From an optimization exercise on the open Yosys and OpenROAD flow, aimed at small area and a short achievable clock period; shortcuts taken in it are not production practice.
Only simulation tests tie the RTL to the original design; equivalence was not proved.

==> design/flow/design.v <==
module mdu_sequencer #(
  parameter int unsigned MULT_CYCLES = 5,
  parameter int unsigned DIV_CYCLES  = 10
) (
  input  logic        clk,
  input  logic        reset,
  input  logic        start,
  input  logic [2:0]  mdu_op,
  input  logic [31:0] a,
  input  logic [31:0] b,
  input  logic        cancel,
  input  logic        d_is_md,
  output logic        busy,
  output logic        stall_md,
  output logic [31:0] hi,
  output logic [31:0] lo
);
  localparam int W = 36;
  localparam int BS = 12;
  logic cancel_w;
  assign cancel_w = cancel;
  logic          busy_q;
  logic [3:0]    cyc_q;
  logic          mul_q, sgn_q, sa_q, e_q;
  logic [31:0]   d_q;
  logic [W-1:0]  r_q;
  logic [35:0]   q_q;
  logic [31:0]   hi_q, lo_q;
  function automatic logic [W-1:0] add_row(input logic [W-1:0] x, input logic [W-1:0] y,
                                           input logic ci);
    logic [W:0]   c;
    logic [W-1:0] p, g, s;
    logic         gg, pp;
    p = x ^ y;
    g = x & y;
    c[0] = ci;
    for (int k = 0; k < W; k += BS) begin
      gg = 1'b0;
      pp = 1'b1;
      for (int j = k; j < k + BS && j < W; j++) begin
        gg = g[j] | (p[j] & gg);
        pp = pp & p[j];
      end
      for (int j = k; j < k + BS - 1 && j < W - 1; j++)
        c[j+1] = g[j] | (p[j] & c[j]);
      c[(k + BS < W) ? k + BS : W] = gg | (pp & c[k]);
    end
    s = p ^ c[W-1:0];
    add_row = s;
  endfunction
  logic fin, dsign;
  logic [W-1:0] dx;
  assign fin   = mul_q ? (cyc_q == 4'd4) : (cyc_q == 4'd9);
  assign dsign = sgn_q & d_q[31];
  assign dx    = {{(W-32){dsign}}, d_q};
  function automatic logic [W-1:0] ysel(input logic [W-1:0] d, input logic s1, input logic s2,
                                        input logic s4, input logic ng);
    ysel = ((d & {W{s1}}) | ({d[W-2:0], 1'b0} & {W{s2}}) | ({d[W-3:0], 2'b0} & {W{s4}}))
           ^ {W{ng}};
  endfunction
  function automatic logic [2:0] booth(input logic b2, input logic b1, input logic b0);
    logic single, double, ng;
    single = b1 ^ b0;
    double = (b2 & ~b1 & ~b0) | (~b2 & b1 & b0);
    ng     = b2 & ~(b1 & b0);
    booth = {ng, double, single};
  endfunction
  logic [2:0] bd1, bd2, bd3, bd4;
  assign bd1 = booth(q_q[1], q_q[0], e_q);
  assign bd2 = booth(q_q[3], q_q[2], q_q[1]);
  assign bd3 = booth(q_q[5], q_q[4], q_q[3]);
  assign bd4 = booth(q_q[7], q_q[6], q_q[5]);
  logic [W-1:0] x1, x2, x3, x4, s1, s2, s3, s4, o1, o2, o3, o4;
  logic sub1, sub2, sub3, sub4;
  logic take, zr, zt, negr;
  logic c1a, c1b, c1c, n1, c2a, c2b, c2c, n2, c3a, c3b, n3, c4a, c4b, n4;
  assign x1   = r_q;
  assign sub1 = ~(x1[W-1] ^ dsign);
  always_comb begin
    c1a = 1'b0; c1b = 1'b0; c1c = 1'b0; n1 = 1'b0;
    if (!mul_q) begin
      c1a = ~fin; c1b = fin; n1 = sub1;
    end else if (!fin) begin
      c1b = bd1[0]; c1c = bd1[1]; n1 = bd1[2];
    end else begin
      c1b = ~sgn_q & e_q;
    end
  end
  assign s1 = add_row(x1, ysel(dx, c1a, c1b, c1c, n1), n1);
  assign o1 = (mul_q && !fin) ? {{3{s1[W-1]}}, s1[W-1:3]} : {s1[W-2:0], q_q[34]};
  assign negr = r_q[W-1];
  assign zr   = ~|r_q[W-1:1];
  assign zt   = ~|s1[W-1:1];
  assign take = (~sa_q & negr) | (sa_q & ~negr & ~zr) | (sa_q & negr & zt);
  assign x2   = o1;
  assign sub2 = ~(x2[W-1] ^ dsign);
  always_comb begin
    c2a = 1'b0; c2b = 1'b0; c2c = 1'b0; n2 = 1'b0;
    if (!mul_q) begin
      if (!fin) begin c2a = 1'b1; n2 = sub2; end
      else      begin c2c = ~take; n2 = ~take & ~sub1; end
    end else if (!fin) begin
      c2a = bd2[0]; c2b = bd2[1]; n2 = bd2[2];
    end
  end
  assign s2 = add_row(x2, ysel(dx, c2a, c2b, c2c, n2), n2);
  assign o2 = mul_q ? {{2{s2[W-1]}}, s2[W-1:2]} : {s2[W-2:0], q_q[33]};
  assign x3   = o2;
  assign sub3 = ~(x3[W-1] ^ dsign);
  assign c3a  = mul_q ? bd3[0] : 1'b1;
  assign c3b  = mul_q & bd3[1];
  assign n3   = mul_q ? bd3[2] : sub3;
  assign s3   = add_row(x3, ysel(dx, c3a, c3b, 1'b0, n3), n3);
  assign o3   = mul_q ? {{2{s3[W-1]}}, s3[W-1:2]} : {s3[W-2:0], q_q[32]};
  assign x4   = o3;
  assign sub4 = ~(x4[W-1] ^ dsign);
  assign c4a  = mul_q ? bd4[0] : 1'b1;
  assign c4b  = mul_q & bd4[1];
  assign n4   = mul_q ? bd4[2] : sub4;
  assign s4   = add_row(x4, ysel(dx, c4a, c4b, 1'b0, n4), n4);
  assign o4   = mul_q ? {s4[W-1], s4[W-1:1]} : {s4[W-2:0], q_q[31]};
  logic [3:0] dg;
  assign dg = {~(s1[W-2] ^ dsign), ~(s2[W-2] ^ dsign), ~(s3[W-2] ^ dsign), ~(s4[W-2] ^ dsign)};
  logic [31:0] lo_res, hi_res;
  logic        inc;
  assign inc    = ~mul_q & take & q_q[0];
  assign lo_res = {q_q[31:1] + {30'd0, inc}, mul_q ? q_q[0] : ~take};
  assign hi_res = s2[33:2];
  logic st, commit, dz;
  assign st     = start & ~busy_q & ~cancel_w;
  assign dz     = ~|d_q;
  assign commit = busy_q & fin & ~cancel_w & (mul_q | ~dz);
  always_ff @(posedge clk or negedge reset) begin
    if (!reset) begin
      busy_q <= 1'b0;
      hi_q   <= 32'd0;
      lo_q   <= 32'd0;
    end else begin
      if (!busy_q) busy_q <= st & ~mdu_op[2];
      else         busy_q <= ~cancel_w & ~fin;
      if (st && mdu_op == 3'd4) hi_q <= a;
      else if (commit)          hi_q <= hi_res;
      if (st && mdu_op == 3'd5) lo_q <= a;
      else if (commit)          lo_q <= lo_res;
    end
  end
  always_ff @(posedge clk) begin
    if (!busy_q) begin
      cyc_q <= 4'd0;
      mul_q <= ~mdu_op[1];
      sgn_q <= ~mdu_op[0];
      sa_q  <= a[31] & ~mdu_op[0];
      d_q   <= b;
      r_q   <= {W{a[31] & ~mdu_op[0] & mdu_op[1]}};
      q_q   <= {{4{a[31] & ~mdu_op[0]}}, a};
      e_q   <= 1'b0;
    end else begin
      cyc_q <= cyc_q + 4'd1;
      r_q   <= o4;
      q_q[35:32] <= q_q[31:28];
      q_q[31:0]  <= mul_q ? {s4[1:0], s3[1:0], s2[1:0], s1[2:1], q_q[31:8]}
                          : {q_q[27:0], dg};
      e_q   <= q_q[7];
    end
  end
  assign busy     = busy_q;
  assign stall_md = d_is_md & (start | busy_q);
  assign hi       = hi_q;
  assign lo       = lo_q;
endmodule
==> design/flow/run.sh <==
#!/bin/bash
# synth_recipe.tcl (not shown) runs the flow's synth.tcl, then flattens the netlist and writes it again
# the make line also repeats each setting of config.mk as NAME=value (left out here)
make -C /OpenROAD-flow-scripts/flow DESIGN_CONFIG=/design/flow/config.mk WORK_HOME=/design/flow/orfs CLKGATE_MAP_FILE= SYNTH_SCRIPT=/design/flow/synth_recipe.tcl finish
==> design/flow/config.mk <==
export PLATFORM = sky130hd
export DESIGN_NAME = mdu_sequencer
export DESIGN_NICKNAME = mdu_sequencer
export VERILOG_FILES = /design/flow/design.v
export SDC_FILE = /design/flow/constraint.sdc
export NUM_CORES = 4
export LEC_CHECK = 0
export CAP_MARGIN = 20
export CORE_MARGIN = 2
export CORE_UTILIZATION = 40
export SLEW_MARGIN = 20
==> design/flow/constraint.sdc <==
create_clock -name core_clock -period 85.0 [get_ports {clk}]
set_input_delay 17.0000 -clock core_clock [delete_from_list [all_inputs] [get_ports {clk}]]
set_output_delay 17.0000 -clock core_clock [all_outputs]
set_load 0.01 [all_outputs]
==> results of run 1 <==
[worst reg2reg max path: cells and delay by family (launching register included)]
kind                       cells  cell delay [ns]
DFF                            1             0.75
and+or+nand+nor               10             2.50
xor gates and xnor gates       9             1.95
buffers and inverters          8             2.06
adders and majority gates     48            21.18
AOI/OAI and AO/OA             41             7.50
[through the flow]
stage               std cells    util
floorplan                1858       -
global placement         2414  0.4429
detailed placement       2414  0.4429
CTS                      2446  0.4564
global route             2446  0.4564
finish                   2446  0.4564
[metal layers]
metal / up-vias / track usage / wire, µm
li1: 6685 / - / -
met4: 0 / 0.08135 / 1287
met3: 67 / 0.06661 / 5223
met2: 649 / 0.4090 / 26540
met5: - / 0 / 0
met1: 7418 / 0.3765 / 26230
[logic make-up (layout without fill, tap and decap cells)]
logic type | count (synthesis) | after routing
buffers and inverters | 264 | 306
multiplexers | 127 | 127
flip-flops | 176 | 176
AO/OA/AOI/OAI | 472 | 472
adder cells (fa/ha/maj) | 231 | 231
XOR/XNOR | 196 | 196
AND/OR/NAND/NOR | 392 | 392
[path summary, 6_finish.rpt]
kind	end	slack [ns]
min reg2reg	cyc_q[0]$_SDFF_PN0_	0.51
min in group asynchronous	lo_q[17]$_DFFE_PN0P_	16.70
max in group asynchronous	busy_q$_DFF_PN0_	67.69
min	cyc_q[0]$_SDFF_PN0_	0.51
max reg2reg	r_q[34]$_DFF_P_	49.00
max	r_q[34]$_DFF_P_	49.00
[registers in the layout, indices dropped and copies added, names as in the netlist]
signal and flops:
r_q 36, q_q 35, d_q 32, hi_q 32, lo_q 32, cyc_q 4
busy_q 1, e_q 1, mul_q 1, sa_q 1, sgn_q 1
[cell usage in the layout (no fill, tap or decap), types with 64 or more instances in the layout]
| master | netlist | routed |
|---|---|---|
| a21oi_1 | 106 | 103 |
| a22oi_1 | 65 | 65 |
| clkdlybuf4s50_1 | 0 | 136 |
| dfrtp_1 | 65 | 64 |
| dfxtp_1 | 76 | 76 |
| fa_1 | 128 | 128 |
| ha_1 | 103 | 103 |
| inv_1 | 109 | 108 |
| mux2i_1 | 112 | 112 |
| nand2_1 | 132 | 132 |
| nor2_1 | 121 | 116 |
| o21ai_0 | 80 | 80 |
| xnor2_1 | 119 | 119 |
| xor2_1 | 75 | 75 |
[layout make-up]
| cell class | count | area (µm²) | share of cell area |
|---|---|---|---|
| multi-input cells | 1418 | 12070 | 0.6181 |
| flip-flops and latches | 176 | 4200 | 0.2151 |
| repair buffers | 165 | 1589 | 0.08136 |
| well taps | 546 | 683.2 | 0.03498 |
| clock buffers | 22 | 488.0 | 0.02498 |
| inverters | 109 | 409.1 | 0.02095 |
| clock inverters | 10 | 90.09 | 0.004612 |
==> summary.txt, run 1 <==
- The via count normalized by instance count is 6.058.
- The clock skew is 0.01707 ns.
- Of the post-synthesis cell area, the dominant cell type holds 0.1487.
- Counting instances, the worst hold path has a depth of 1.
- The width of the die is 211.6 µm.
- The proportion of layout cells with a drive suffix above 1 is 0.05105.
- The peak per-stage delay on the critical path is 0.84 ns.
- The total CTS buffers is 17.
- STA classifies the critical path endpoint as a flop.
- The post-synthesis compound-gate area fraction is 0.1916.
- Gates resized during post-CTS repair numbered 0.
- Counting flops and latches in the post-synthesis netlist gives 176.
- In this run, synthesis inferred 35 flip-flops with an integrated enable.
- The first global-routing pass estimated 89890 µm of wire.
- The share of the Yosys chip area taken by registers is 0.2437.
- Among cell families on the critical path, the largest total delay comes from adder cells.
- Sorting the synthesized cells by area gives the leading types as fa_1 (15%), dfrtp_1 (9.4%), dfxtp_1 (8.8%).
- The tree is rooted in a clkbuf_16.
- The number of antenna violations at the first check in global routing came to 0.
- The clock slew at the register clock pins of the worst setup and hold paths is 0.08 ns.
- The count of clock tree sinks is 176.
- The required time of the critical path is 85.37 ns.
- The finished cells cover 19530 µm².
- The count of maximum capacitance violations is 0.
- Dividing the final minimum period by the clock period gives 0.4236.
- The antenna diode count is 0.
- Hold repair after CTS inserted 0 buffers.
- The post-synth net total is 2161.
- No sink is reached through more buffers than the 2 on the longest clock path.
- The post-synthesis area per instance is 9.274 µm².
- The run finished with no timing, DRC or antenna violations.
- The slowest stage of the critical path is the and2_1 cell.
- Of the total synthesized cell area, the portion taken by AND, OR, NAND and NOR gates is 0.1061.
- The number of levels the H-tree was split into is 4.
- The count of final hold-check violations is 0.
- The worst-path maximum fanout is 36.
- By count the netlist is led by nand2_1 (132), fa_1 (128), clkbuf_1 (127).
- The most frequently used flop master after synthesis is dfxtp_1.
- The critical path depth in cells is 116.
- In this run, distinct cell masters in the synthesized netlist total 65.
- Entering global routing, the biggest net connects 119 pins.
- The final layout contains routed wiring with a total length of 59290 µm.
- The overall via count from detail_route is 14820.
- After the first detailed-routing iteration, the DRC count stood at 1801.
- Of the total synthesized cell area, the portion taken by full adders, half adders and majority gates is 0.2235.
- The mapped netlist covers 17230 µm².
- The cell seen most often among critical-path stages is fa_1.
- The worst register-to-register path begins at mul_q$_DFFE_PN_.
- After detailed routing, the average wire length per cell comes to 24.24 µm.
- In this run the worst hold path is classified as flop to flop.
- TritonCTS built the clock tree.
- The remaining global-route overflow is 0.
- The startpoint-to-endpoint class of the critical path is flop to flop.
- Setup violations remaining at the end of the flow were counted as 0.
- The library cell occupying the most area in the post-synthesis netlist is fa_1.
- The pre-CTS setup slack is 49.02 ns.
- nand2_1 is the most common cell in the netlist.
- The global routing usage summed across all routing layers is 0.2689.
- The filler cell count is 4163.
- The critical path contains buffers and inverters numbering 8 combined.
- The region available for standard cell placement spans 42790 µm².
- Setup repair after global routing left no endpoint under its margin.
- The launch point of the critical path is mul_q$_DFFE_PN_.
- The source-to-sink clock delay at the later pin of the worst-skew pair is 0.49 ns.
- The placement-stage cell area is 18950 µm².
- Based on the critical path, the design can be clocked at up to 27.78 MHz.
- The multiplexer area fraction after synthesis is 0.07508.
- For this run, design rule violations remaining after detail routing come to 0.
- From synthesis to final layout, the design area changed by 13.35%.
- The total negative slack for setup checks is 0 ns.
- The count of nets left with antenna violations once routing finished came out at 0.
- The first-pass iteration count of the detailed router is 10.
- The routability-driven placement congestion ratio is 0.9858.
- The data arrival time at the worst-slack endpoint is 36.37 ns.
- The height of the chip is 211.6 µm.
- The I/O pin count is 138.
- By area, the combinational part of the netlist is dominated by adder cells.
- The via count of the first global-routing pass is 14600.
- Measured against its own limit, the worst slew margin works out to 0.3743.
- The number of rows created at floorplan is 76.
- The transition time at the pin with the least slew margin is 0.9385 ns.
- The worst setup path is launched from a flop.
- The post-route minimum period is 36.00 ns.
- The number of cells traversed by the worst register-to-register path is 116.
- Of the total synthesized cell area, the portion taken by XOR and XNOR cells is 0.1009.
- The die area is 44760 µm².
- The async set or reset register ratio after synthesis is 0.3693.
- Synthesis produced 1858 cells.
- The startpoint identified for the worst hold timing path is cyc_q[0]$_SDFF_PN0_.
- The total count of max-transition violations in the final report is 0.
- For this run, the post-layout net count is 2190.
- The post-detailed-placement half-perimeter wirelength is 45930 µm.
- The number of post-CTS setup repair buffers is 0.
- In the post-route analysis, the smallest setup slack over all paths is 49.00 ns.
- The initial core utilization is 0.4027.
- The number of buffer cells added on primary ports is 137.
- For this run, the number of Yosys warnings is 1.
- Final hold analysis gives a worst-case slack of 0.5052 ns.
==> inputs of run 2 (changes only) <==
--- a/design/flow/design.v
+++ b/design/flow/design.v
@@ -20,5 +20,5 @@
   logic cancel_w;
   assign cancel_w = cancel;
-  logic          busy_q;
+  logic          busy_q, fin_q;
   logic [3:0]    cyc_q;
   logic          mul_q, sgn_q, sa_q, e_q;
@@ -29,27 +29,29 @@
   function automatic logic [W-1:0] add_row(input logic [W-1:0] x, input logic [W-1:0] y,
                                            input logic ci);
-    logic [W:0]   c;
-    logic [W-1:0] p, g, s;
-    logic         gg, pp;
-    p = x ^ y;
-    g = x & y;
-    c[0] = ci;
-    for (int k = 0; k < W; k += BS) begin
-      gg = 1'b0;
-      pp = 1'b1;
+    logic [W/BS+1:0] gb;
+    logic [W-1:0] s0, s;
+    logic         cc, cb, t;
+    cc = ci;
+    for (int j = 0; j < W; j++) begin
+      if (j % BS == 0 && j != 0) cc = 1'b0;
+      s0[j] = x[j] ^ y[j] ^ cc;
+      cc    = (x[j] & y[j]) | (cc & (x[j] ^ y[j]));
+      if ((j + 1) % BS == 0 || j == W - 1) gb[j/BS] = cc;
+    end
+    s  = s0;
+    cb = gb[0];
+    for (int k = BS; k < W; k += BS) begin
+      t = 1'b1;
       for (int j = k; j < k + BS && j < W; j++) begin
-        gg = g[j] | (p[j] & gg);
-        pp = pp & p[j];
+        s[j] = s0[j] ^ (cb & t);
+        t    = t & s0[j];
       end
-      for (int j = k; j < k + BS - 1 && j < W - 1; j++)
-        c[j+1] = g[j] | (p[j] & c[j]);
-      c[(k + BS < W) ? k + BS : W] = gg | (pp & c[k]);
+      cb = gb[k/BS] | (cb & t);
     end
-    s = p ^ c[W-1:0];
     add_row = s;
   endfunction
   logic fin, dsign;
   logic [W-1:0] dx;
-  assign fin   = mul_q ? (cyc_q == 4'd4) : (cyc_q == 4'd9);
+  assign fin   = fin_q;
   assign dsign = sgn_q & d_q[31];
   assign dx    = {{(W-32){dsign}}, d_q};
@@ -73,5 +75,5 @@
   logic [W-1:0] x1, x2, x3, x4, s1, s2, s3, s4, o1, o2, o3, o4;
   logic sub1, sub2, sub3, sub4;
-  logic take, zr, zt, negr;
+  logic take, zr, zt, negr, inc;
   logic c1a, c1b, c1c, n1, c2a, c2b, c2c, n2, c3a, c3b, n3, c4a, c4b, n4;
   assign x1   = r_q;
@@ -108,8 +110,8 @@
   assign x3   = o2;
   assign sub3 = ~(x3[W-1] ^ dsign);
-  assign c3a  = mul_q ? bd3[0] : 1'b1;
-  assign c3b  = mul_q & bd3[1];
-  assign n3   = mul_q ? bd3[2] : sub3;
-  assign s3   = add_row(x3, ysel(dx, c3a, c3b, 1'b0, n3), n3);
+  assign c3a  = ~fin & (mul_q ? bd3[0] : 1'b1);
+  assign c3b  = ~fin & mul_q & bd3[1];
+  assign n3   = ~fin & (mul_q ? bd3[2] : sub3);
+  assign s3   = add_row(fin ? {5'd0, q_q[31:1]} : x3, ysel(dx, c3a, c3b, 1'b0, n3), n3 | inc);
   assign o3   = mul_q ? {{2{s3[W-1]}}, s3[W-1:2]} : {s3[W-2:0], q_q[32]};
   assign x4   = o3;
@@ -123,7 +125,6 @@
   assign dg = {~(s1[W-2] ^ dsign), ~(s2[W-2] ^ dsign), ~(s3[W-2] ^ dsign), ~(s4[W-2] ^ dsign)};
   logic [31:0] lo_res, hi_res;
-  logic        inc;
-  assign inc    = ~mul_q & take & q_q[0];
-  assign lo_res = {q_q[31:1] + {30'd0, inc}, mul_q ? q_q[0] : ~take};
+  assign inc    = fin & ~mul_q & take & q_q[0];
+  assign lo_res = {s3[30:0], mul_q ? q_q[0] : ~take};
   assign hi_res = s2[33:2];
   logic st, commit, dz;
@@ -148,4 +149,5 @@
     if (!busy_q) begin
       cyc_q <= 4'd0;
+      fin_q <= 1'b0;
       mul_q <= ~mdu_op[1];
       sgn_q <= ~mdu_op[0];
@@ -157,4 +159,5 @@
     end else begin
       cyc_q <= cyc_q + 4'd1;
+      fin_q <= mul_q ? (cyc_q == 4'd3) : (cyc_q == 4'd8);
       r_q   <= o4;
       q_q[35:32] <= q_q[31:28];
==> design/flow/flow/run.sh (new file) <==
#!/bin/bash
set -e
export BUFFER_PORTS_ARGS="-buffer_cell sky130_fd_sc_hd__buf_1"
bash standard.sh > standard_flow.log 2>&1
==> design/flow/standard.sh (new file) <==
#!/bin/bash
# synth_recipe.tcl (not shown) runs the flow's synth.tcl, then flattens the netlist and writes it again
# the make line also repeats each setting of config.mk as NAME=value (left out here)
make -C /OpenROAD-flow-scripts/flow DESIGN_CONFIG=/design/flow/config.mk WORK_HOME=/design/flow/orfs CLKGATE_MAP_FILE= SYNTH_SCRIPT=/design/flow/synth_recipe.tcl "${@:-finish}"
--- a/design/flow/config.mk
+++ b/design/flow/config.mk
@@ -6,4 +6,5 @@
 export NUM_CORES = 4
 export LEC_CHECK = 0
+export ABC_AREA = 1
 export CAP_MARGIN = 20
 export CORE_MARGIN = 2
removed: design/flow/run.sh
==> run 2 against run 1 <==
  * Via count up 3.8%
  * Sequential share of layout area up 2.4 points
  * Maximum frequency up 4.7%
  * Global-route usage up 2.9 points
  * Routed wire length up 3.9%
==> summary.txt, run 2 <==
- The run finished with no timing, DRC or antenna violations.
- The worst-path maximum fanout is 2 (-94%).
- The data arrival time at the worst-slack endpoint was 17.37 ns (-19.00 ns).
- The height of the chip came to 204.8 µm (-3.2%).
- The post-synthesis compound-gate area fraction is 0.2081 (+0.01647).
- The post-route minimum period is 34.37 ns (-1.627 ns).
- The area of combinational cells with multiple inputs was 10570 µm² (-12%).
- The initial core utilization came to 0.4057 (+0.003041).
- The register ranked first by flip-flop count is r_q.
- The post-synth net total is 2235 (+3.4%).
- The die area is 41920 µm² (-6.3%).
- The standard cell core area is 39730 µm² (-7.1%).
- The total count of max-transition violations in the final report is 0 (unchanged).
- The number of post-CTS setup repair buffers was 0 (unchanged).
- The first-pass iteration count of the detailed router came to 9 (-1).
- In the post-synthesis netlist, the biggest area contributors are fa_1 (16%), dfrtp_1 (10%), dfxtp_1 (9.6%).
- The number of buffer cells added on primary ports is 137 (unchanged).
- The total negative slack for setup checks came to 0 ns (unchanged).
- The transition time at the pin with the least slew margin is 0.9945 ns (+0.05599 ns).
- The count of hold buffers inserted by post-cts repair is 0 (unchanged).
- The pre-CTS setup slack is 50.63 ns (+1.609 ns).
- The cell area after synthesis is 16120 µm² (-6.4%).
- The count of placed standard cells in the final layout, fillers left out is 2618 (+7.0%).
- The share of the core filled with cells came to 0.4442 (-0.01228).
- The min-delay analysis places its worst path in the category flop to flop.
- The deepest clock path buffer count came to 2 (unchanged).
- The number of enable-type register cells in the synthesized netlist is 35 (unchanged).
- The number of levels the H-tree was split into came to 4 (unchanged).
- The Yosys warning count is 1 (unchanged).
- The filler cell count was 4072 (-2.2%).
- The number of unique standard cell types used by synthesis is 57 (-12%).
- The count of maximum capacitance violations is 0 (unchanged).
- TritonCTS built the clock tree.
- The startpoint-to-endpoint class of the critical path is input port to primary output.
- The post-detailed-placement half-perimeter wirelength is 47120 µm (+2.6%).
- The simple-gate share of the synthesized area was 0.1709 (+0.06482).
- The area share of the largest cell type after synthesis is 0.1602 (+0.01149).
- The final setup slack of the worst path is 50.63 ns (+1.627 ns).
- The xor/xnor share of the synthesized area is 0.09943 (-0.001431).
- By area, the combinational part of the netlist is dominated by compound AO/OA/AOI/OAI gates.
- The post-CTS resize count is 0 (unchanged).
- The multiplexer area fraction after synthesis is 0 (-0.07508).
- The width of the die is 204.8 µm (-3.2%).
- The number of antenna-violating nets in the routed design is 0 (unchanged).
- The detailed router's first-iteration violation count is 1800 (-0.056%).
- The count of state elements after synthesis is 177 (+0.57%).
- The number of instances in the placed design is 2585 (+7.1%).
- The setup slack of the worst register-to-register path is 50.63 ns (+1.63 ns).
- The most common library cell in the layout ignoring fill and taps is nand2_1.
- The library cells used most frequently in the layout, excluding fill and tap cells, are nand2_1 (340), o21ai_0 (220), inv_1 (214).
- The post-synthesis area per instance was 8.008 µm² (-14%).
- The largest net degree at the start of global routing is 75 (-37%).
- The type of origin of the critical path is an input port.
- The number of standard cells after synthesis is 2013 (+8.3%).
- The number of antenna violations at the first check in global routing is 0 (unchanged).
- The most frequently used flop master after synthesis is dfxtp_1.
- Relative to the synthesized area, the layout overhead comes to 9.469%.
- The minimum hold slack was 0.4833 ns (-0.02194 ns).
- In the synthesized netlist, the cells that appear most often are nand2_1 (340), o21ai_0 (220), inv_1 (215).
- The via count normalized by instance count is 5.877 (-3.0%).
- The critical path ends at stall_md.
- The largest registers in the layout are r_q x36, q_q x35.
- The total CTS buffers was 17 (unchanged).
- The source-to-sink clock delay at the later pin of the worst-skew pair is 0.48 ns (about the same).
- The DRC violation count after routing is 0 (unchanged).
- The number of rows created at floorplan is 73 (-3.9%).
- The placement-stage cell area came to 17050 µm² (-10%).
- The clock skew came to 0.01348 ns (-0.003583 ns).
- The worst register-to-register path begins at mul_q$_DFFE_PN_.
- The global routing usage summed across all routing layers is 0.2975 (+0.02861).
- The library cell occupying the most area in the post-synthesis netlist is fa_1.
- The clock slew at the register clock pins of the worst setup and hold paths is 0.08 ns (about the same).
- The async set or reset register ratio after synthesis is 0.3672 (-0.002087).
- The part of the Yosys area used for sequential elements was 0.2617 (+0.01804).
- The via count of the first global-routing pass is 14750 (+1.0%).
- The post-layout instance area was 17650 µm² (-9.6%).
- The dominant cell by count in the synthesized netlist is nand2_1.
- The flip-flop count of the largest register, all copies and words added is 36 (unchanged).
- The I/O pin count is 138 (unchanged).
- The net total in the final layout is 2301 (+5.1%).
- The worst register-to-register path ends at q_q[0]$_DFF_P_.
- The count of clock tree sinks is 177 (+0.57%).
- The overall routed net length is 61590 µm (+3.9%).
- The mean routed wirelength per cell is 23.52 µm (-3.0%).
- The routability-driven placement congestion ratio was 0.9802 (-0.57%).
- The remaining max-slew budget at the tightest pin was 0.3370 (-0.03733).
- The overall via count from detail_route is 15390 (+3.8%).
- The first-pass GRT wire length is 92820 µm (+3.3%).
- The count of final hold-check violations is 0 (unchanged).
- Tracing the worst setup path back leads to its startpoint at start.
- The synthesized-area fraction occupied by adder cells is 0.1765 (-0.04700).
- The required time of the critical path is 68.00 ns (-17.37 ns).
- The remaining global-route overflow was 0 (unchanged).
- The master cell of the clock root buffer is clkbuf_16.
- The count of endpoints failing setup in the final report came to 0 (unchanged).
- The number of cells traversed by the worst register-to-register path is 137 (+18%).
- The post-route fraction of the period consumed by the critical path is 0.4044 (-0.01914).
- Setup repair after global routing left no endpoint under its margin.
- The highest achievable clock rate is 29.09 MHz (+4.7%).
- The proportion of layout cells with a drive suffix above 1 is 0.07505 (+0.02400).
- The area used by sequential logic in the layout is 4220 µm² (+0.48%).
- STA classifies the critical path endpoint as a primary output.
## run 2: routing by layer
metal,up-vias,share of wire,GRT usage
met5,-,0,0
li1,6933,-,-
met3,152,0.082,0.05313
met1,7523,0.43,0.4022
met2,778,0.45,0.4679
met4,0,0.043,0.1258
## run 2: worst min-delay path by stage
stage	start	to	cells past startpoint
after floorplan	cyc_q[2]$_SDFF_PN0_	fin_q$_SDFF_PN0_	1
after global placement	cyc_q[0]$_SDFF_PN0_	cyc_q[0]$_SDFF_PN0_	1
after detailed placement	cyc_q[2]$_SDFF_PN0_	fin_q$_SDFF_PN0_	1
after CTS	hi_q[9]$_DFFE_PN0P_	hi_q[9]$_DFFE_PN0P_	2
after global routing	cyc_q[0]$_SDFF_PN0_	cyc_q[0]$_SDFF_PN0_	1
final	hi_q[9]$_DFFE_PN0P_	hi_q[9]$_DFFE_PN0P_	2
## run 2: cells by family (layout without fill, tap and decap cells)
kind of cell | Yosys count | after routing
AO/OA/AOI/OAI | 559 | 559
XOR/XNOR | 180 | 180
adder cells (fa/ha/maj) | 150 | 150
other | 0 | 1
flip-flops | 177 | 177
buffers and inverters | 350 | 429
AND/OR/NAND/NOR | 597 | 597
## run 2: critical path: stages
cell and delay [ns]:
buf_1 0.09, o21a_1 0.16, buf_1 0.12
## run 2: layout make-up
cell class                 count  share of cell area
inverter                     232             0.04942
sequential                   177              0.2392
clock inverter                15            0.009643
multi-input combinational   1486              0.5992
tap                          525             0.03722
antenna                        1           0.0001418
timing repair buffer         165             0.04112
clock buffer                  17             0.02411
==> inputs of run 3 (changes only) <==
==> design/flow/run.sh (new file) <==
#!/bin/bash
# synth_recipe.tcl (not shown) runs the flow's synth.tcl, then flattens the netlist and writes it again
# the make line also repeats each setting of config.mk as NAME=value (left out here)
make -C /OpenROAD-flow-scripts/flow DESIGN_CONFIG=/design/flow/config.mk WORK_HOME=/design/flow/orfs CLKGATE_MAP_FILE= SYNTH_SCRIPT=/design/flow/synth_recipe.tcl finish
--- a/design/flow/config.mk
+++ b/design/flow/config.mk
@@ -6,5 +6,4 @@
 export NUM_CORES = 4
 export LEC_CHECK = 0
-export ABC_AREA = 1
 export CAP_MARGIN = 20
 export CORE_MARGIN = 2
removed: design/flow/flow/run.sh
removed: design/flow/standard.sh
==> run 3 against run 2 <==
  * Die area is 1.8% higher
  * Clock skew is 0.0047 ns higher
  * Via count fell by 5.4%
  * Clock-buffer cell count up 3
  * Synthesized area up 1.9%
  * Core utilization up 1.5 points
  * First-iteration DRC count grew 10%
  * Critical path depth did not move
  * Critical path type unchanged
  * Critical endpoint unchanged
==> summary.txt, run 3 <==
- The largest registers in the layout are r_q x36, q_q x35.
- The DRC violation count after routing is 0 (unchanged).
- The count of placed standard cells in the final layout, fillers left out was 2370 (-9.5%).
- The part of the Yosys area used for sequential elements is 0.2569 (-0.004786).
- The number of post-CTS setup repair buffers was 0 (unchanged).
- The routing usage on met1 is 0.3812 (-0.02100).
- The filler cell count is 3892 (-4.4%).
- The number of unique standard cell types used by synthesis is 80 (+40%).
- The met3 track utilization from global routing was 0.05887 (+0.005736).
- The pre-CTS setup slack was 49.87 ns (-0.7593 ns).
- The total count of max-transition violations in the final report is 0 (unchanged).
- The Yosys warning count is 1 (unchanged).
- The post-layout instance area came to 18670 µm² (+5.8%).
- The layer with the highest usage is met2.
- The area of combinational cells with multiple inputs was 11390 µm² (+7.8%).
- In the layout the commonest cells are nor2_1 (154), nand2_1 (152), xnor2_1 (136), clkdlybuf4s50_1 (136), fa_1 (129).
- The library cell occupying the most area in the post-synthesis netlist is fa_1.
- The number of rows created at floorplan is 74 (+1.4%).
- The count of state elements after synthesis is 177 (unchanged).
- The area used by sequential logic in the layout is 4222 µm² (about the same).
- The area share of the largest cell type after synthesis is 0.1573 (-0.002930).
- The highest achievable clock rate is 28.47 MHz (-2.1%).
- The share of the core filled with cells is 0.4594 (+0.01522).
- The transition time at the pin with the least slew margin was 1.054 ns (+0.05993 ns).
- The first-pass iteration count of the detailed router is 13 (+4).
- Among the stages of the critical path, the cell type that occurs most often is clkdlybuf4s50_1.
- Traced cell by cell, the critical path runs through clkdlybuf4s50_1 -> o21a_1 -> clkdlybuf4s50_1.
- The required time of the critical path came to 68.00 ns (about the same).
- The deepest clock path buffer count was 2 (unchanged).
- The relative area change from synthesis to final layout is 13.71%.
- The initial core utilization was 0.4040 (-0.001742).
- The number of antenna-violating nets in the routed design was 0 (unchanged).
- The width of the die is 206.6 µm (+0.91%).
- The clock slew at the register clock pins of the worst setup and hold paths is 0.07 ns (about the same).
- The overall via count from detail_route came to 14560 (-5.4%).
- The startpoint-to-endpoint class of the critical path is input port to primary output.
- The count of hold buffers inserted by post-cts repair is 0 (unchanged).
- The post-CTS resize count is 0 (unchanged).
- The height of the chip came to 206.6 µm (+0.91%).
- The post-synth net total is 2028 (-9.3%).
- The count of buffering cells on the critical path with inverters included is 2 (unchanged).
- The count of maximum capacitance violations was 0 (unchanged).
- Sorting the synthesized cells by area gives the leading types as fa_1 (16%), dfrtp_1 (9.9%), dfxtp_1 (9.4%).
- The cell area after synthesis is 16420 µm² (+1.9%).
- The most frequently used flop master after synthesis is dfxtp_1.
- The endpoint class of the critical path is a primary output.
- The via count normalized by instance count is 6.143 (+4.5%).
- The number of enable-type register cells in the synthesized netlist was 35 (unchanged).
- The count of final hold-check violations is 0 (unchanged).
- The async set or reset register ratio after synthesis is 0.3672 (unchanged).
- The first-pass GRT wire length came to 88820 µm (-4.3%).
- The mean routed wirelength per cell is 24.94 µm (+6.0%).
- The die area was 42690 µm² (+1.8%).
- Counting instances in the post-synthesis netlist gives the leading cell types as nor2_1 (159), nand2_1 (152), clkbuf_1 (138).
- The antenna diode count is 0 (-1).
- The data arrival time at the worst-slack endpoint is 18.12 ns (+0.75 ns).
- In this run the worst hold path is classified as flop to flop.
- The worst-path maximum fanout is 2 (unchanged).
- The total CTS buffers is 17 (unchanged).
- The number of levels the H-tree was split into is 4 (unchanged).
- The cell at the slowest stage of the critical path is clkdlybuf4s50_1.
- The detailed router's first-iteration violation count is 1980 (+10%).
- The number of buffer cells added on primary ports is 137 (unchanged).
- The peak per-stage delay on the critical path came to 0.52 ns (+0.36 ns).
- The placement-stage cell area is 18090 µm² (+6.1%).
- Setup repair after global routing left no endpoint under its margin.
- The post-route fraction of the period consumed by the critical path is 0.4132 (+0.008773).
- The type of origin of the critical path is an input port.
- The number of instances in the placed design came to 2338 (-9.6%).
- The number of standard cells after synthesis is 1806 (-10%).
- The largest net degree at the start of global routing is 128 (+71%).
- The proportion of layout cells with a drive suffix above 1 is 0.06801 (-0.007039).
- The global routing usage summed across all routing layers is 0.2788 (-0.01876).
- The net total in the final layout is 2047 (-11%).
- The tree is rooted in a clkbuf_16.
- The post-detailed-placement half-perimeter wirelength was 44830 µm (-4.9%).
- The remaining global-route overflow is 0 (unchanged).
- The count of endpoints failing setup in the final report is 0 (unchanged).
- Ranked by flip-flop count, first place goes to r_q.
- The dominant cell by count in the synthesized netlist is nor2_1.
- The flow ran to the end and the layout has no timing, DRC or antenna violations.
- The total negative slack for setup checks is 0 ns (unchanged).
- The flip-flop count of the largest register, all copies and words added was 36 (unchanged).
- The number of antenna violations at the first check in global routing is 1 (+1).
- The post-synthesis area per instance is 9.092 µm² (+14%).
- In this design, the largest share of critical-path delay is due to buffers and inverters.
- The I/O pin count was 138 (unchanged).
- The standard cell core area is 40650 µm² (+2.3%).
- The post-route minimum period is 35.12 ns (+0.7457 ns).
- The CTS tree is yes.
- The clock skew came to 0.01818 ns (+0.004695 ns).
- The remaining max-slew budget at the tightest pin is 0.2906 (-0.04643).
- The source-to-sink clock delay at the later pin of the worst-skew pair is 0.47 ns (about the same).
- The via count of the first global-routing pass is 14020 (-4.9%).
- Leaving out fill and tap cells, the most frequent cell in the layout is nor2_1.
- The met2 track demand over resource in global routing came to 0.4322 (-0.03575).
- The overall routed net length is 59120 µm (-4.0%).
- The count of clock tree sinks is 177 (unchanged).
- The routability-driven placement congestion ratio is 0.9486 (-3.2%).
- The final setup slack of the worst path came to 49.88 ns (-0.7457 ns).
## run 3: layout make-up
class                           instances  area share
Multi-Input combinational cell       1408      0.6103
Sequential cell                       177      0.2261
Timing Repair Buffer                  168     0.08631
Tap cell                              532     0.03565
Clock buffer                           20     0.02506
Inverter                               53     0.01065
Clock inverter                         12    0.005964
## run 3: kinds of logic after synthesis
logic type / Yosys count / share of synthesized area
DFF: 177 / 0.2569
buffers and inverters: 221 / 0.05288
xor gates and xnor gates: 236 / 0.1272
muxes: 92 / 0.05799
and+or+nand+nor: 466 / 0.1343
AOI/OAI and AO/OA: 464 / 0.1975
adders and majority gates: 150 / 0.1733
## run 3: final timing paths
kind                                     startpoint                    to  slack, ns  depth (start not counted)
worst max-delay path                          start              stall_md      49.88                          3
worst min-delay path            cyc_q[0]$_SDFF_PN0_   cyc_q[0]$_SDFF_PN0_       0.48                          1
worst max register to register      mul_q$_DFFE_PN_        q_q[0]$_DFF_P_      51.21                         95
worst min register to register  cyc_q[0]$_SDFF_PN0_   cyc_q[0]$_SDFF_PN0_       0.48                          1
max in group asynchronous                     reset      busy_q$_DFF_PN0_      67.73                          2
min in group asynchronous                     reset  hi_q[13]$_DFFE_PN0P_      16.71                          2
## run 3: routing by layer
layer / part of all wire / routed length, µm
met4: 0.038 / 2231
met3: 0.095 / 5631
met1: 0.42 / 24830
met2: 0.45 / 26420
met5: 0 / 0
## run 3: per-stage QoR
step | hold slack, ns
6_report | 0.4761
5_1_grt | 0.4969
4_1_cts | 0.4730
3_5_place_dp | 0.4557
3_3_place_gp | 0.4429
2_1_floorplan | 0.4264
==> inputs of run 4 (changes only) <==
--- a/design/flow/design.v
+++ b/design/flow/design.v
@@ -17,5 +17,5 @@
 );
   localparam int W = 36;
-  localparam int BS = 12;
+  localparam int BS = 10;
   logic cancel_w;
   assign cancel_w = cancel;
@@ -24,5 +24,5 @@
   logic          mul_q, sgn_q, sa_q, e_q;
   logic [31:0]   d_q;
-  logic [W-1:0]  r_q;
+  logic [33:0]   r_q;    
   logic [35:0]   q_q;
   logic [31:0]   hi_q, lo_q;
@@ -77,5 +77,5 @@
   logic take, zr, zt, negr, inc;
   logic c1a, c1b, c1c, n1, c2a, c2b, c2c, n2, c3a, c3b, n3, c4a, c4b, n4;
-  assign x1   = r_q;
+  assign x1   = {{(W-34){r_q[33]}}, r_q};
   assign sub1 = ~(x1[W-1] ^ dsign);
   always_comb begin
@@ -91,10 +91,10 @@
   assign s1 = add_row(x1, ysel(dx, c1a, c1b, c1c, n1), n1);
   assign o1 = (mul_q && !fin) ? {{3{s1[W-1]}}, s1[W-1:3]} : {s1[W-2:0], q_q[34]};
-  assign negr = r_q[W-1];
-  assign zr   = ~|r_q[W-1:1];
+  assign negr = r_q[33];
+  assign zr   = ~|r_q[33:1];
   assign zt   = ~|s1[W-1:1];
   assign take = (~sa_q & negr) | (sa_q & ~negr & ~zr) | (sa_q & negr & zt);
   assign x2   = o1;
-  assign sub2 = ~(x2[W-1] ^ dsign);
+  assign sub2 = ~(x2[W-2] ^ dsign);
   always_comb begin
     c2a = 1'b0; c2b = 1'b0; c2c = 1'b0; n2 = 1'b0;
@@ -107,19 +107,19 @@
   end
   assign s2 = add_row(x2, ysel(dx, c2a, c2b, c2c, n2), n2);
-  assign o2 = mul_q ? {{2{s2[W-1]}}, s2[W-1:2]} : {s2[W-2:0], q_q[33]};
+  assign o2 = mul_q ? {{3{s2[W-2]}}, s2[W-2:2]} : {s2[W-3], s2[W-3:0], q_q[33]};
   assign x3   = o2;
-  assign sub3 = ~(x3[W-1] ^ dsign);
+  assign sub3 = ~(x3[W-2] ^ dsign);
   assign c3a  = ~fin & (mul_q ? bd3[0] : 1'b1);
   assign c3b  = ~fin & mul_q & bd3[1];
   assign n3   = ~fin & (mul_q ? bd3[2] : sub3);
   assign s3   = add_row(fin ? {5'd0, q_q[31:1]} : x3, ysel(dx, c3a, c3b, 1'b0, n3), n3 | inc);
-  assign o3   = mul_q ? {{2{s3[W-1]}}, s3[W-1:2]} : {s3[W-2:0], q_q[32]};
+  assign o3   = mul_q ? {{3{s3[W-2]}}, s3[W-2:2]} : {s3[W-3], s3[W-3:0], q_q[32]};
   assign x4   = o3;
-  assign sub4 = ~(x4[W-1] ^ dsign);
+  assign sub4 = ~(x4[W-2] ^ dsign);
   assign c4a  = mul_q ? bd4[0] : 1'b1;
   assign c4b  = mul_q & bd4[1];
   assign n4   = mul_q ? bd4[2] : sub4;
   assign s4   = add_row(x4, ysel(dx, c4a, c4b, 1'b0, n4), n4);
-  assign o4   = mul_q ? {s4[W-1], s4[W-1:1]} : {s4[W-2:0], q_q[31]};
+  assign o4   = mul_q ? {{2{s4[W-2]}}, s4[W-2:1]} : {s4[W-2:0], q_q[31]};
   logic [3:0] dg;
   assign dg = {~(s1[W-2] ^ dsign), ~(s2[W-2] ^ dsign), ~(s3[W-2] ^ dsign), ~(s4[W-2] ^ dsign)};
@@ -154,5 +154,5 @@
       sa_q  <= a[31] & ~mdu_op[0];
       d_q   <= b;
-      r_q   <= {W{a[31] & ~mdu_op[0] & mdu_op[1]}};
+      r_q   <= {34{a[31] & ~mdu_op[0] & mdu_op[1]}};
       q_q   <= {{4{a[31] & ~mdu_op[0]}}, a};
       e_q   <= 1'b0;
@@ -160,5 +160,5 @@
       cyc_q <= cyc_q + 4'd1;
       fin_q <= mul_q ? (cyc_q == 4'd3) : (cyc_q == 4'd8);
-      r_q   <= o4;
+      r_q   <= o4[33:0];
       q_q[35:32] <= q_q[31:28];
       q_q[31:0]  <= mul_q ? {s4[1:0], s3[1:0], s2[1:0], s1[2:1], q_q[31:8]}
==> design/flow/flow/run.sh (new file) <==
#!/bin/bash
set -e
export BUFFER_PORTS_ARGS="-buffer_cell sky130_fd_sc_hd__buf_1"
bash standard.sh > standard_flow.log 2>&1
==> design/flow/standard.sh (new file) <==
#!/bin/bash
# synth_recipe.tcl (not shown) runs the flow's synth.tcl, then flattens the netlist and writes it again
# the make line also repeats each setting of config.mk as NAME=value (left out here)
make -C /OpenROAD-flow-scripts/flow DESIGN_CONFIG=/design/flow/config.mk WORK_HOME=/design/flow/orfs CLKGATE_MAP_FILE= SYNTH_SCRIPT=/design/flow/synth_recipe.tcl "${@:-finish}"
--- a/design/flow/config.mk
+++ b/design/flow/config.mk
@@ -6,6 +6,8 @@
 export NUM_CORES = 4
 export LEC_CHECK = 0
+export ABC_AREA = 1
 export CAP_MARGIN = 20
 export CORE_MARGIN = 2
 export CORE_UTILIZATION = 40
+export CTS_BUF_LIST = sky130_fd_sc_hd__clkbuf_8
 export SLEW_MARGIN = 20
removed: design/flow/run.sh
==> run 4 against run 3 <==
  * Maximum frequency increased by 2.2%
  * Critical path depth did not move
  * Die area decreased by 2.0%
  * Critical path type unchanged
==> summary.txt, run 4 <==
- The flow ran to the end and the layout has no timing, DRC or antenna violations.
- The largest net degree at the start of global routing is 102 (-20%).
- The post-route minimum period was 34.36 ns (-0.7570 ns).
- The endpoint class of the critical path is a primary output.
- The reg-to-reg critical path endpoint is q_q[0]$_DFF_P_.
- The number of cells traversed by the worst register-to-register path is 123 (+29%).
- The async set or reset register ratio after synthesis is 0.3714 (+0.004197).
- The commonest cells after synthesis are nand2_1 (334), o21ai_0 (251), inv_1 (231).
- The tree is rooted in a clkbuf_8.
- The DRC violation count after routing came to 0 (unchanged).
- The I/O pin count is 138 (unchanged).
- The share of the core filled with cells is 0.4403 (-0.01909).
- The deepest clock path buffer count came to 2 (unchanged).
- The required time of the critical path is 68.00 ns (about the same).
- The setup slack of the worst register-to-register path is 53.85 ns (+2.64 ns).
- The clock skew is 0.02644 ns (+0.008264 ns).
- The largest individual stage delay along the critical path comes from the cell o21a_1.
- The post-synthesis area per instance came to 7.978 µm² (-12%).
- The first-pass GRT wire length is 91760 µm (+3.3%).
- The number of rows created at floorplan came to 73 (-1.4%).
- The highest achievable clock rate is 29.10 MHz (+2.2%).
- In the post-synthesis netlist, the cell with the most instances is nand2_1.
- The number of antenna violations at the first check in global routing was 0 (-1).
- The mean routed wirelength per cell was 23.11 µm (-7.4%).
- The post-synth net total was 2239 (+10%).
- The overall routed net length is 60550 µm (+2.4%).
- The number of levels the H-tree was split into was 4 (unchanged).
- The count of clock tree sinks was 175 (-1.1%).
- The peak per-stage delay on the critical path is 0.16 ns (-0.36 ns).
- The total CTS buffers is 17 (unchanged).
- The clock slew at the register clock pins of the worst setup and hold paths is 0.10 ns (+0.03 ns).
- The cell seen most often among critical-path stages is buf_1.
- The total count of max-transition violations in the final report is 0 (unchanged).
- The net total in the final layout is 2305 (+13%).
- The number of instances in the placed design is 2588 (+11%).
- The number of unique standard cell types used by synthesis is 53 (-34%).
- The total negative slack for setup checks is 0 ns (unchanged).
- The cell area after synthesis is 16080 µm² (-2.1%).
- The count of endpoints failing setup in the final report is 0 (unchanged).
- The post-route fraction of the period consumed by the critical path came to 0.4043 (-0.008906).
- The CTS tree is yes.
- The number of buffer cells added on primary ports was 137 (unchanged).
- The routability-driven placement congestion ratio came to 0.9562 (+0.80%).
- The most frequently used flop master after synthesis is dfxtp_1.
- The area of combinational cells with multiple inputs is 10580 µm² (-7.2%).
- The type of the worst min-delay path is flop to flop.
- The capture point of the worst path is stall_md.
- The remaining max-slew budget at the tightest pin is 0.3209 (+0.03033).
- The most common library cell in the layout ignoring fill and taps is nand2_1.
- After synthesis, the cell types taking the most area are fa_1 (15%), dfrtp_1 (10%), dfxtp_1 (9.3%).
- The via count normalized by instance count was 5.898 (-4.0%).
- The die area is 41830 µm² (-2.0%).
- The Yosys warning count was 1 (unchanged).
- The worst-path maximum fanout was 2 (unchanged).
- The count of maximum capacitance violations is 0 (unchanged).
- The post-CTS resize count is 0 (unchanged).
- The count of state elements after synthesis is 175 (-1.1%).
- In the final layout, the registers with the most flip-flops are q_q x35, r_q x34.
- The height of the chip was 204.5 µm (-1.0%).
- The antenna diode count is 0 (unchanged).
- The count of final hold-check violations is 0 (unchanged).
- Traced cell by cell, the critical path runs through buf_1 -> o21a_1 -> buf_1.
- The detailed router's first-iteration violation count is 1894 (-4.3%).
- The source-to-sink clock delay at the later pin of the worst-skew pair is 0.54 ns (+0.07 ns).
- The standard cell core area is 39730 µm² (-2.3%).
- The area share of the largest cell type after synthesis is 0.1519 (-0.005410).
- The number of standard cells after synthesis is 2016 (+12%).
- The remaining global-route overflow was 0 (unchanged).
- The via count of the first global-routing pass came to 14860 (+6.0%).
- The width of the die is 204.5 µm (-1.0%).
- The proportion of layout cells with a drive suffix above 1 is 0.07542 (+0.007409).
- The number of post-CTS setup repair buffers is 0 (unchanged).
- The number of enable-type register cells in the synthesized netlist is 35 (unchanged).
- The flip-flop count of the largest register, all copies and words added is 35 (-2.8%).
- The transition time at the pin with the least slew margin is 1.018 ns (-0.03690 ns).
- The area used by sequential logic in the layout is 4180 µm² (-0.98%).
- The relative area change from synthesis to final layout is 8.768%.
- The part of the Yosys area used for sequential elements is 0.2598 (+0.002907).
- The startpoint of the worst register-to-register path is mul_q$_DFFE_PN_.
- The initial core utilization came to 0.4048 (+0.0007972).
- The startpoint-to-endpoint class of the critical path is input port to primary output.
- The data arrival time at the worst-slack endpoint is 17.36 ns (-0.76 ns).
- The number of antenna-violating nets in the routed design is 0 (unchanged).
- The register ranked first by flip-flop count is q_q.
- The global routing usage summed across all routing layers is 0.2932 (+0.01438).
- Setup repair after global routing left no endpoint under its margin.
- The type of origin of the critical path is an input port.
- The biggest area contributor in the post-synthesis netlist is fa_1.
- The count of placed standard cells in the final layout, fillers left out is 2620 (+11%).
- The overall via count from detail_route came to 15450 (+6.1%).
- Leaving out fill and tap cells, the most frequent cells in the layout are nand2_1 (334), o21ai_0 (251), inv_1 (232).
- The post-detailed-placement half-perimeter wirelength is 46860 µm (+4.5%).
- The filler cell count is 4052 (+4.1%).
- The launch point of the critical path is start.
- The count of hold buffers inserted by post-cts repair is 0 (unchanged).
- The first-pass iteration count of the detailed router was 7 (-6).
-- run 4: cell types whose count changed after synthesis, moves of 28 or more --
cell      delta
o21ai_0    +125
nand2_1    +182
nor2_1      -73
xnor2_1    -107
inv_1      +178
nand3_1     +28
nand2_2     +29
mux2i_1     -67
xor2_1      +50
o22ai_1     +61
clkbuf_1    -50
a222oi_1    -60
o221ai_1    +64
-- run 4: area by class of cell --
cell class                 instances  share of cell area
inverter                         240             0.05164
clock buffer                      17             0.01338
multi-input combinational       1481              0.6045
clock inverter                    15             0.01087
sequential                       175              0.2390
tap                              525             0.03755
timing repair buffer             167             0.04306
-- run 4: cell families after synthesis --
logic type                 synth area share
buffers and inverters               0.08612
adders and majority gates            0.1744
and+or+nand+nor                      0.1705
AOI/OAI and AO/OA                    0.2101
xor gates and xnor gates            0.09911
DFF                                  0.2598
-- run 4: layer usage --
layer | wire length [µm] | vias to the layer above | track usage
met5 | 0 | - | 0
met1 | 25490 | 7575 | 0.4044
met4 | 2686 | 0 | 0.1289
met2 | 26700 | 800 | 0.4456
li1 | - | 6960 | -
met3 | 5673 | 117 | 0.05775
-- run 4: worst max-delay path, delay by kind of cell --
| kind | cells | cell delay (ns) |
|---|---|---|
| compound gates | 1 | 0.16 |
| buf+inv | 2 | 0.21 |
-- run 4: per-stage QoR --
step | area, µm² | hold slack [ns] | worst slack [ns]
finish | 17490 | 0.4729 | 50.64
floorplan | 16080 | 0.4375 | 50.82
global placement | 17070 | 0.4559 | 50.63
detailed placement | 17070 | 0.4732 | 50.64
CTS | 17490 | 0.4686 | 50.63
global route | 17490 | 0.4999 | 50.62
-- run 4: worst min-delay path by stage --
stage | cells past startpoint | startpoint | to | slack, ns
global placement | 1 | cyc_q[0]$_SDFF_PN0_ | cyc_q[0]$_SDFF_PN0_ | 0.46
CTS | 1 | cyc_q[2]$_SDFF_PN0_ | fin_q$_SDFF_PN0_ | 0.47
floorplan | 1 | cyc_q[2]$_SDFF_PN0_ | fin_q$_SDFF_PN0_ | 0.44
finish | 1 | cyc_q[2]$_SDFF_PN0_ | fin_q$_SDFF_PN0_ | 0.47
detailed placement | 1 | cyc_q[2]$_SDFF_PN0_ | fin_q$_SDFF_PN0_ | 0.47
global route | 1 | cyc_q[2]$_SDFF_PN0_ | fin_q$_SDFF_PN0_ | 0.50

## re-timing with driven ports
In the flow no input, the clock included, has a driving cell. The finished layouts below were timed again as built, in two steps. Step 1: set_driving_cell puts a clkbuf_16 on clk and a buf_2 on each other input, an assumption about the parent block. Step 2 times the ports against the registers' clock, not the clock port: input delays grow and output delays shrink by t, the midpoint of the rising clock arrivals with the driver on. Three values: no drivers, after step 1, after step 2; two values: the first two.
run | t (ns) | setup slack, ns | worst slew at a driven data input, ns
run 1 | 0.539 | 48.998 / 48.998 / 48.998 | 0.05
run 2 | 0.522 | 50.625 / 50.605 / 50.605 | 0.05
run 3 | 0.516 | 49.879 / 49.854 / 49.854 | 0.04
run 4 | 0.576 | 50.637 / 50.614 / 50.614 | 0.04
After both steps every run listed still meets setup and hold. The setup slack of run 3, which loses most, moves by -0.025 ns with the drivers and by -0.025 ns with both steps.
